Background: an optimization exercise with open tools, aiming at small area, a short achievable clock period and few clock cycles per item. Do not read the settings as production practice. RTL that was checked went through simulation tests only; none was proved equivalent to the original.

==> inputs of v10 <==
==> flow/design.v (excerpt) <==
module mandel_engine #(
  parameter int W       = 16,
  parameter int FRAC    = 12,
  parameter int ITER_W  = 16,
  parameter int COORD_W = 9
) (
  input  logic               clk,
  input  logic               rst,
  input  logic               cfg_start,
  input  logic [COORD_W-1:0] cfg_pix_w,
  input  logic [COORD_W-1:0] cfg_pix_h,
  input  logic [W-1:0]       cfg_cxs,
  input  logic [W-1:0]       cfg_cys,
  input  logic [W-1:0]       cfg_dcx,
  input  logic [W-1:0]       cfg_dcy,
  input  logic [ITER_W-1:0]  cfg_max_iter,
  input  logic               abort,
  output logic               busy,
  output logic               done,
  output logic               out_valid,
  input  logic               out_ready,
  output logic [COORD_W-1:0] out_x,
  output logic [COORD_W-1:0] out_y,
  output logic [ITER_W-1:0]  out_iter,
  output logic               out_inside
);
  localparam int PW = 205;
  logic [COORD_W-1:0]  pix_w, pix_h, ax, ay;
  logic signed [W-1:0] cxs, dcx, dcy, acx, acy;
  logic [ITER_W-1:0]   max_iter;
  logic                comp;
  logic [1:0]          aseq, oseq;
  logic                ofirst;
  logic                rb_v, rb_inside;
  logic [1:0]          rb_tag;
  logic [ITER_W-1:0]   rb_iter;
  logic signed [W-1:0] x1, y1, sx1, sy1, cx1, cy1;
  logic [ITER_W-1:0]   i1;
  logic                act1, hold1, fr1, er1, hin1;
  logic [1:0]          tg1;
  logic [PW-1:0]       p2;
  logic signed [W-1:0] sx2, sy2, cx2, cy2;
  logic [ITER_W-1:0]   i2;
  logic                act2, hold2, er2, hin2, fn2, bg2;
  logic [1:0]          tg2;
  logic [PW-1:0]       p1;
  logic                bigx, bigy, mi_zero, at_lim, cyc, fn1;
  ...
==> flow/config.mk <==
export PLATFORM = sky130hd
export DESIGN_NAME = mandel_engine
export DESIGN_NICKNAME = mandel_engine
export VERILOG_FILES = /design/flow/design.v
export SDC_FILE = /design/flow/constraint.sdc
export NUM_CORES = 4
export LEC_CHECK = 0
export ABC_CLOCK_PERIOD_IN_PS = 3500
export CAP_MARGIN = 20
export CORE_MARGIN = 2
export CORE_UTILIZATION = 40
export SETUP_SLACK_MARGIN = 5
export SLEW_MARGIN = 20
==> flow/constraint.sdc <==
create_clock -name core_clock -period 12.0 [get_ports {clk}]
set_input_delay 2.4000 -clock core_clock [delete_from_list [all_inputs] [get_ports {clk}]]
set_output_delay 2.4000 -clock core_clock [all_outputs]
set_load 0.01 [all_outputs]
standard.sh (not shown) runs the stock make flow with config.mk's settings and CLKGATE_MAP_FILE= SYNTH_SCRIPT=/design/flow/synth_recipe.tcl, a recipe that flattens the netlist after the stock synthesis.
==> flow/flow/run.sh <==
#!/bin/bash
set -euo pipefail
bash standard.sh SETUP_SLACK_MARGIN=9.0 finish > flow_make.log 2>&1
==> inputs of v12, as changes to v10 <==
==> flow/flow/run.sh (replaced) <==
#!/bin/bash
set -euo pipefail
bash standard.sh SETUP_SLACK_MARGIN=8.5 finish > flow_make.log 2>&1
- CORE_UTILIZATION: 40 -> 55
==> inputs of v34, as changes to v10 <==
==> flow/run.sh (new file) <==
#!/bin/bash
# synth_recipe.tcl (not shown) runs the flow's synth.tcl, then flattens the netlist and writes it again
# the make line also repeats each setting of config.mk as NAME=value (left out here)
make -C /OpenROAD-flow-scripts/flow DESIGN_CONFIG=/design/flow/config.mk WORK_HOME=/design/flow/orfs CLKGATE_MAP_FILE= SYNTH_SCRIPT=/design/flow/synth_recipe.tcl finish
- ABC_CLOCK_PERIOD_IN_PS: 3500 -> 5000
removed: flow/flow/run.sh
removed: flow/standard.sh
==> notes <==
Cell area, highest first: v10, v12, v34.
The highest non-clock buffer count belongs to v10, the lowest to v34.
Die area is the same in v34 and v10.
In synthesized area, v12 and v10 do not differ.
Maximum frequency: v10 > v12 > v34.
No functional check of the RTL was part of any run of this note.

---

==> inputs of build 31 <==
Another version of the RTL of mandel_engine (not shown whole).
==> module mandel_engine, before the edit <==
module mandel_engine #(
  parameter int W       = 16,
  parameter int FRAC    = 12,
  parameter int ITER_W  = 16,
  parameter int COORD_W = 9
) (
  input  logic               clk,
  input  logic               rst,
  input  logic               cfg_start,
  input  logic [COORD_W-1:0] cfg_pix_w,
  input  logic [COORD_W-1:0] cfg_pix_h,
  input  logic [W-1:0]       cfg_cxs,
  input  logic [W-1:0]       cfg_cys,
  input  logic [W-1:0]       cfg_dcx,
  input  logic [W-1:0]       cfg_dcy,
  input  logic [ITER_W-1:0]  cfg_max_iter,
  input  logic               abort,
  output logic               busy,
  output logic               done,
  output logic               out_valid,
  input  logic               out_ready,
  output logic [COORD_W-1:0] out_x,
  output logic [COORD_W-1:0] out_y,
  output logic [ITER_W-1:0]  out_iter,
  output logic               out_inside
);
  logic [COORD_W-1:0]  pix_w, pix_h, px, py;
  logic signed [W-1:0] cxs, dcx, dcy, cx, cy, x, y, sx, sy;
  logic [ITER_W-1:0]   max_iter, i;
  logic                comp, fresh, esc_r;
  logic bigx, bigy, esc_mag, mi_zero;
  logic escape, at_lim, cyc, fin_now, fin, can_out, adv, row_end, restart;
  logic signed [W-1:0] x_next, y_next, cx_d, cy_d;
  mandel_dp u_dp (
    .x(x[13:0]), .y(y[13:0]), .cx(cx), .cy(cy),
    .esc_mag(esc_mag), .xn(x_next), .yn(y_next)
  );
  always_comb begin
    mi_zero = (max_iter == '0);
    bigx = !((x[15:13] == 3'b000) || (x[15:13] == 3'b111 && x[12:0] != '0));
    bigy = !((y[15:13] == 3'b000) || (y[15:13] == 3'b111 && y[12:0] != '0));
    escape = bigx || bigy || esc_mag;
    at_lim = (i + ITER_W'(1) == max_iter);
    cyc = !fresh && ({x, y} == {sx, sy});
    fin_now = at_lim || cyc || mi_zero;
    fin = comp && (esc_r || fin_now);
    can_out = !out_valid || out_ready;
    adv = fin && can_out;
    row_end = (px == pix_w - COORD_W'(1));
    if (!busy) begin
      cx_d = cfg_cxs;
      cy_d = cfg_cys;
    end else if (adv && row_end) begin
      cx_d = cxs;
      cy_d = cy + dcy;
    end else if (adv) begin
      cx_d = cx + dcx;
      cy_d = cy;
    end else begin
      cx_d = cx;
      cy_d = cy;
    end
    restart = !busy || fin;
  end
  always_ff @(posedge clk) begin
    x     <= restart ? cx_d : x_next;
    y     <= restart ? cy_d : y_next;
    i     <= restart ? '0 : i + ITER_W'(1);
    fresh <= restart;
    esc_r <= !restart && escape;
    if (i[1:0] == 2'b00) begin
      sx <= x;
      sy <= y;
    end
    cx <= cx_d;
    cy <= cy_d;
  end
  always_ff @(posedge clk) begin
    if (rst) begin
      busy      <= 1'b0;
      done      <= 1'b0;
      out_valid <= 1'b0;
      comp      <= 1'b0;
    end else begin
      done <= 1'b0;
      if (busy && abort) begin
        busy      <= 1'b0;
        comp      <= 1'b0;
        out_valid <= 1'b0;
      end else if (!busy) begin
        if (cfg_start && !done) begin
          busy <= 1'b1;
          comp <= (cfg_pix_w != '0) && (cfg_pix_h != '0);
        end
      end else begin
        if (out_valid && out_ready) out_valid <= 1'b0;
        if (adv) begin
          out_valid <= 1'b1;
          if (row_end && py == pix_h - COORD_W'(1)) comp <= 1'b0;
        end
        if (!comp && can_out) begin
          busy <= 1'b0;
          done <= 1'b1;
        end
      end
    end
  end
  always_ff @(posedge clk) begin
    if (!busy) begin
      pix_w    <= cfg_pix_w;
      pix_h    <= cfg_pix_h;
      cxs      <= cfg_cxs;
      dcx      <= cfg_dcx;
      dcy      <= cfg_dcy;
      max_iter <= cfg_max_iter;
      px       <= '0;
      py       <= '0;
    end else if (adv) begin
      out_x      <= px;
      out_y      <= py;
      out_iter   <= esc_r ? i : max_iter;
      out_inside <= !esc_r && !(escape && !mi_zero);
      if (!row_end) begin
        px <= px + COORD_W'(1);
      end else begin
        px <= '0;
        py <= py + COORD_W'(1);
      end
    end
  end
endmodule
clock: 12.0 ns
lec_check: 0
abc_clock_period_in_ps: 5000
cap_margin: 20
core_margin: 2
core_utilization: 40
setup_slack_margin: 5
slew_margin: 20
run.sh (not shown) runs the stock make flow with config.mk's settings and CLKGATE_MAP_FILE= SYNTH_SCRIPT=/design/flow/synth_recipe.tcl, a recipe that flattens the netlist after the stock synthesis.
Stock flow here: none of the scripts above is used.
==> trial 92: changes against build 31 <==
--- a/flow/design.v
+++ b/flow/design.v
@@ -29,8 +29,10 @@
   logic [ITER_W-1:0]   max_iter, i;
-  logic                comp, fresh, esc_r;
+  logic                comp, fresh;
+  logic signed [W-1:0] xe, ye;
+  logic [ITER_W-1:0]   ie;
   logic bigx, bigy, esc_mag, mi_zero;
-  logic escape, at_lim, cyc, fin_now, fin, can_out, adv, row_end, restart;
-  logic signed [W-1:0] x_next, y_next, cx_d, cy_d;
+  logic escape, at_lim, cyc, fin, can_out;
+  logic signed [W-1:0] x_next, y_next;
   mandel_dp u_dp (
-    .x(x[13:0]), .y(y[13:0]), .cx(cx), .cy(cy),
+    .x(xe[13:0]), .y(ye[13:0]), .cx(cx), .cy(cy),
     .esc_mag(esc_mag), .xn(x_next), .yn(y_next)
@@ -38,40 +40,23 @@
   always_comb begin
+    xe = fresh ? cx : x;
+    ye = fresh ? cy : y;
+    ie = fresh ? ITER_W'(1) : i;
     mi_zero = (max_iter == '0);
-    bigx = !((x[15:13] == 3'b000) || (x[15:13] == 3'b111 && x[12:0] != '0));
-    bigy = !((y[15:13] == 3'b000) || (y[15:13] == 3'b111 && y[12:0] != '0));
-    escape = bigx || bigy || esc_mag;
-    at_lim = (i + ITER_W'(1) == max_iter);
+    bigx = !((xe[15:13] == 3'b000) || (xe[15:13] == 3'b111 && xe[12:0] != '0));
+    bigy = !((ye[15:13] == 3'b000) || (ye[15:13] == 3'b111 && ye[12:0] != '0));
+    escape = (bigx || bigy || esc_mag) && !mi_zero;
+    at_lim = (ie == max_iter);
     cyc = !fresh && ({x, y} == {sx, sy});
-    fin_now = at_lim || cyc || mi_zero;
-    fin = comp && (esc_r || fin_now);
+    fin = escape || at_lim || cyc || mi_zero;
     can_out = !out_valid || out_ready;
-    adv = fin && can_out;
-    row_end = (px == pix_w - COORD_W'(1));
-    if (!busy) begin
-      cx_d = cfg_cxs;
-      cy_d = cfg_cys;
-    end else if (adv && row_end) begin
-      cx_d = cxs;
-      cy_d = cy + dcy;
-    end else if (adv) begin
-      cx_d = cx + dcx;
-      cy_d = cy;
-    end else begin
-      cx_d = cx;
-      cy_d = cy;
-    end
-    restart = !busy || fin;
   end
   always_ff @(posedge clk) begin
-    x     <= restart ? cx_d : x_next;
-    y     <= restart ? cy_d : y_next;
-    i     <= restart ? '0 : i + ITER_W'(1);
-    fresh <= restart;
-    esc_r <= !restart && escape;
-    if (i[1:0] == 2'b00) begin
-      sx <= x;
-      sy <= y;
+    x     <= x_next;
+    y     <= y_next;
+    i     <= ie + ITER_W'(1);
+    fresh <= !busy || fin;
+    if (ie[1:0] == 2'b01) begin
+      sx <= xe;
+      sy <= ye;
     end
-    cx <= cx_d;
-    cy <= cy_d;
   end
@@ -91,4 +76,14 @@
         if (cfg_start && !done) begin
-          busy <= 1'b1;
-          comp <= (cfg_pix_w != '0) && (cfg_pix_h != '0);
+          pix_w    <= cfg_pix_w;
+          pix_h    <= cfg_pix_h;
+          cxs      <= cfg_cxs;
+          dcx      <= cfg_dcx;
+          dcy      <= cfg_dcy;
+          max_iter <= cfg_max_iter;
+          px       <= '0;
+          py       <= '0;
+          cx       <= cfg_cxs;
+          cy       <= cfg_cys;
+          busy     <= 1'b1;
+          comp     <= (cfg_pix_w != '0) && (cfg_pix_h != '0);
         end
@@ -96,7 +91,24 @@
         if (out_valid && out_ready) out_valid <= 1'b0;
-        if (adv) begin
-          out_valid <= 1'b1;
-          if (row_end && py == pix_h - COORD_W'(1)) comp <= 1'b0;
-        end
-        if (!comp && can_out) begin
+        if (comp) begin
+          if (fin && can_out) begin
+            out_x      <= px;
+            out_y      <= py;
+            out_iter   <= escape ? ie : max_iter;
+            out_inside <= !escape;
+            out_valid  <= 1'b1;
+            if (px != pix_w - COORD_W'(1)) begin
+              px <= px + COORD_W'(1);
+              cx <= cx + dcx;
+            end else begin
+              px <= '0;
+              cx <= cxs;
+              if (py != pix_h - COORD_W'(1)) begin
+                py <= py + COORD_W'(1);
+                cy <= cy + dcy;
+              end else begin
+                comp <= 1'b0;
+              end
+            end
+          end
+        end else if (can_out) begin
           busy <= 1'b0;
@@ -105,25 +117,2 @@
       end
-    end
-  end
-  always_ff @(posedge clk) begin
-    if (!busy) begin
-      pix_w    <= cfg_pix_w;
-      pix_h    <= cfg_pix_h;
-      cxs      <= cfg_cxs;
-      dcx      <= cfg_dcx;
-      dcy      <= cfg_dcy;
-      max_iter <= cfg_max_iter;
-      px       <= '0;
-      py       <= '0;
-    end else if (adv) begin
-      out_x      <= px;
-      out_y      <= py;
-      out_iter   <= esc_r ? i : max_iter;
-      out_inside <= !esc_r && !(escape && !mi_zero);
-      if (!row_end) begin
-        px <= px + COORD_W'(1);
-      end else begin
-        px <= '0;
-        py <= py + COORD_W'(1);
-      end
     end
--- a/flow/config.mk
+++ b/flow/config.mk
@@ -7,3 +7,2 @@
 export LEC_CHECK = 0
-export ABC_CLOCK_PERIOD_IN_PS = 5000
 export CAP_MARGIN = 20
@@ -11,3 +10,2 @@
 export CORE_UTILIZATION = 40
-export SETUP_SLACK_MARGIN = 5
 export SLEW_MARGIN = 20
==> trial 60: changes against build 31 <==
--- a/flow/design.v
+++ b/flow/design.v
@@ -29,6 +29,6 @@
   logic [ITER_W-1:0]   max_iter, i;
-  logic                comp, fresh, esc_r;
-  logic bigx, bigy, esc_mag, mi_zero;
-  logic escape, at_lim, cyc, fin_now, fin, can_out, adv, row_end, restart;
-  logic signed [W-1:0] x_next, y_next, cx_d, cy_d;
+  logic                comp, cyc_en;
+  logic bigx, bigy, esc_mag;
+  logic escape, at_lim, cyc, fin, can_out;
+  logic signed [W-1:0] x_next, y_next;
   mandel_dp u_dp (
@@ -38,3 +38,2 @@
   always_comb begin
-    mi_zero = (max_iter == '0);
     bigx = !((x[15:13] == 3'b000) || (x[15:13] == 3'b111 && x[12:0] != '0));
@@ -42,31 +41,20 @@
     escape = bigx || bigy || esc_mag;
-    at_lim = (i + ITER_W'(1) == max_iter);
-    cyc = !fresh && ({x, y} == {sx, sy});
-    fin_now = at_lim || cyc || mi_zero;
-    fin = comp && (esc_r || fin_now);
+    at_lim = (i == max_iter);
+    cyc = cyc_en && ({x, y} == {sx, sy});
+    fin = escape || at_lim || cyc;
     can_out = !out_valid || out_ready;
-    adv = fin && can_out;
-    row_end = (px == pix_w - COORD_W'(1));
-    if (!busy) begin
-      cx_d = cfg_cxs;
-      cy_d = cfg_cys;
-    end else if (adv && row_end) begin
-      cx_d = cxs;
-      cy_d = cy + dcy;
-    end else if (adv) begin
-      cx_d = cx + dcx;
-      cy_d = cy;
-    end else begin
-      cx_d = cx;
-      cy_d = cy;
-    end
-    restart = !busy || fin;
   end
   always_ff @(posedge clk) begin
-    x     <= restart ? cx_d : x_next;
-    y     <= restart ? cy_d : y_next;
-    i     <= restart ? '0 : i + ITER_W'(1);
-    fresh <= restart;
-    esc_r <= !restart && escape;
-    if (i[1:0] == 2'b00) begin
+    if (busy && !fin) begin
+      x      <= x_next;
+      y      <= y_next;
+      i      <= i + ITER_W'(1);
+      cyc_en <= 1'b1;
+    end else begin
+      x      <= '0;
+      y      <= '0;
+      i      <= '0;
+      cyc_en <= 1'b0;
+    end
+    if (i[2:0] == 3'b000) begin
       sx <= x;
@@ -74,4 +62,2 @@
     end
-    cx <= cx_d;
-    cy <= cy_d;
   end
@@ -91,4 +77,14 @@
         if (cfg_start && !done) begin
-          busy <= 1'b1;
-          comp <= (cfg_pix_w != '0) && (cfg_pix_h != '0);
+          pix_w    <= cfg_pix_w;
+          pix_h    <= cfg_pix_h;
+          cxs      <= cfg_cxs;
+          dcx      <= cfg_dcx;
+          dcy      <= cfg_dcy;
+          max_iter <= cfg_max_iter;
+          px       <= '0;
+          py       <= '0;
+          cx       <= cfg_cxs;
+          cy       <= cfg_cys;
+          busy     <= 1'b1;
+          comp     <= (cfg_pix_w != '0) && (cfg_pix_h != '0);
         end
@@ -96,7 +92,24 @@
         if (out_valid && out_ready) out_valid <= 1'b0;
-        if (adv) begin
-          out_valid <= 1'b1;
-          if (row_end && py == pix_h - COORD_W'(1)) comp <= 1'b0;
-        end
-        if (!comp && can_out) begin
+        if (comp) begin
+          if (fin && can_out) begin
+            out_x      <= px;
+            out_y      <= py;
+            out_iter   <= escape ? i : max_iter;
+            out_inside <= !escape;
+            out_valid  <= 1'b1;
+            if (px != pix_w - COORD_W'(1)) begin
+              px <= px + COORD_W'(1);
+              cx <= cx + dcx;
+            end else begin
+              px <= '0;
+              cx <= cxs;
+              if (py != pix_h - COORD_W'(1)) begin
+                py <= py + COORD_W'(1);
+                cy <= cy + dcy;
+              end else begin
+                comp <= 1'b0;
+              end
+            end
+          end
+        end else if (can_out) begin
           busy <= 1'b0;
@@ -105,25 +118,2 @@
       end
-    end
-  end
-  always_ff @(posedge clk) begin
-    if (!busy) begin
-      pix_w    <= cfg_pix_w;
-      pix_h    <= cfg_pix_h;
-      cxs      <= cfg_cxs;
-      dcx      <= cfg_dcx;
-      dcy      <= cfg_dcy;
-      max_iter <= cfg_max_iter;
-      px       <= '0;
-      py       <= '0;
-    end else if (adv) begin
-      out_x      <= px;
-      out_y      <= py;
-      out_iter   <= esc_r ? i : max_iter;
-      out_inside <= !esc_r && !(escape && !mi_zero);
-      if (!row_end) begin
-        px <= px + COORD_W'(1);
-      end else begin
-        px <= '0;
-        py <= py + COORD_W'(1);
-      end
     end
--- a/flow/config.mk
+++ b/flow/config.mk
@@ -7,3 +7,2 @@
 export LEC_CHECK = 0
-export ABC_CLOCK_PERIOD_IN_PS = 5000
 export CAP_MARGIN = 20
@@ -11,3 +10,2 @@
 export CORE_UTILIZATION = 40
-export SETUP_SLACK_MARGIN = 5
 export SLEW_MARGIN = 20
==> summary.txt <==
Core utilization, highest first: build 31, trial 92, trial 60.
Worst setup slack: build 31 > trial 60 > trial 92.
Global-route usage: trial 60 < trial 92 < build 31.
Clock skew: trial 92 < build 31 < trial 60.
Between trial 92 and trial 60, the lower critical path depth is in trial 60 (gap 7).
Clock-buffer cell count, highest first: trial 92, trial 60, build 31.
First-iteration DRC count: trial 92 > build 31 > trial 60.
The lowest fmax belongs to trial 92, the highest to build 31.
Between build 31 and trial 92, the lower flip-flop and latch count is in trial 92 (gap 1).
Via count, lowest first: trial 60, trial 92, build 31.
Testbench counts of trial 92, summed over its fixed seeds: cycles 45,937, pixels 3,072.
Testbench counts of trial 60, summed over its fixed seeds: cycles 49,446, pixels 3,072.
The RTL of build 31 was laid out without a check of its function.

[separate check: timing with driven ports]
How much do the figures lean on ideal ports? The routed layouts below were timed once more, with nothing changed but the port constraints.
Step 1 sets driving cells, clkbuf_16 on the clock port and buf_2 on the other inputs (assumed; they add their load-dependent delay and slew).
Step 2 moves the port delays by t, midway between the first and last clock arrival at a register: inputs arrive t later, outputs are due t later. That takes back most of the time a late clock gives input paths.
Three values: ideal, step 1, step 2; two values: the first two.
| run | t, ns | setup slack, ns | worst register clock-pin slew, ns |
|---|---|---|---|
| v10 | 0.698 | 8.211 / 8.211 / 8.211 | 0.07 / 0.07 |
| v12 | 0.679 | 8.105 / 8.105 / 7.967 | 0.07 / 0.07 |
| v34 | 0.693 | 6.879 / 6.879 / 6.879 | 0.07 / 0.07 |
| build 31 | 0.625 | 5.138 / 5.138 / 5.138 | 0.08 / 0.08 |
| trial 92 | 0.611 | 2.647 / 2.647 / 2.647 | 0.06 / 0.06 |
| trial 60 | 0.625 | 3.085 / 3.085 / 3.085 | 0.07 / 0.07 |
After both steps every run listed still meets setup and hold. For v12, which loses most, drivers alone change the setup slack by 0.000 ns; drivers and shift together by -0.138 ns.
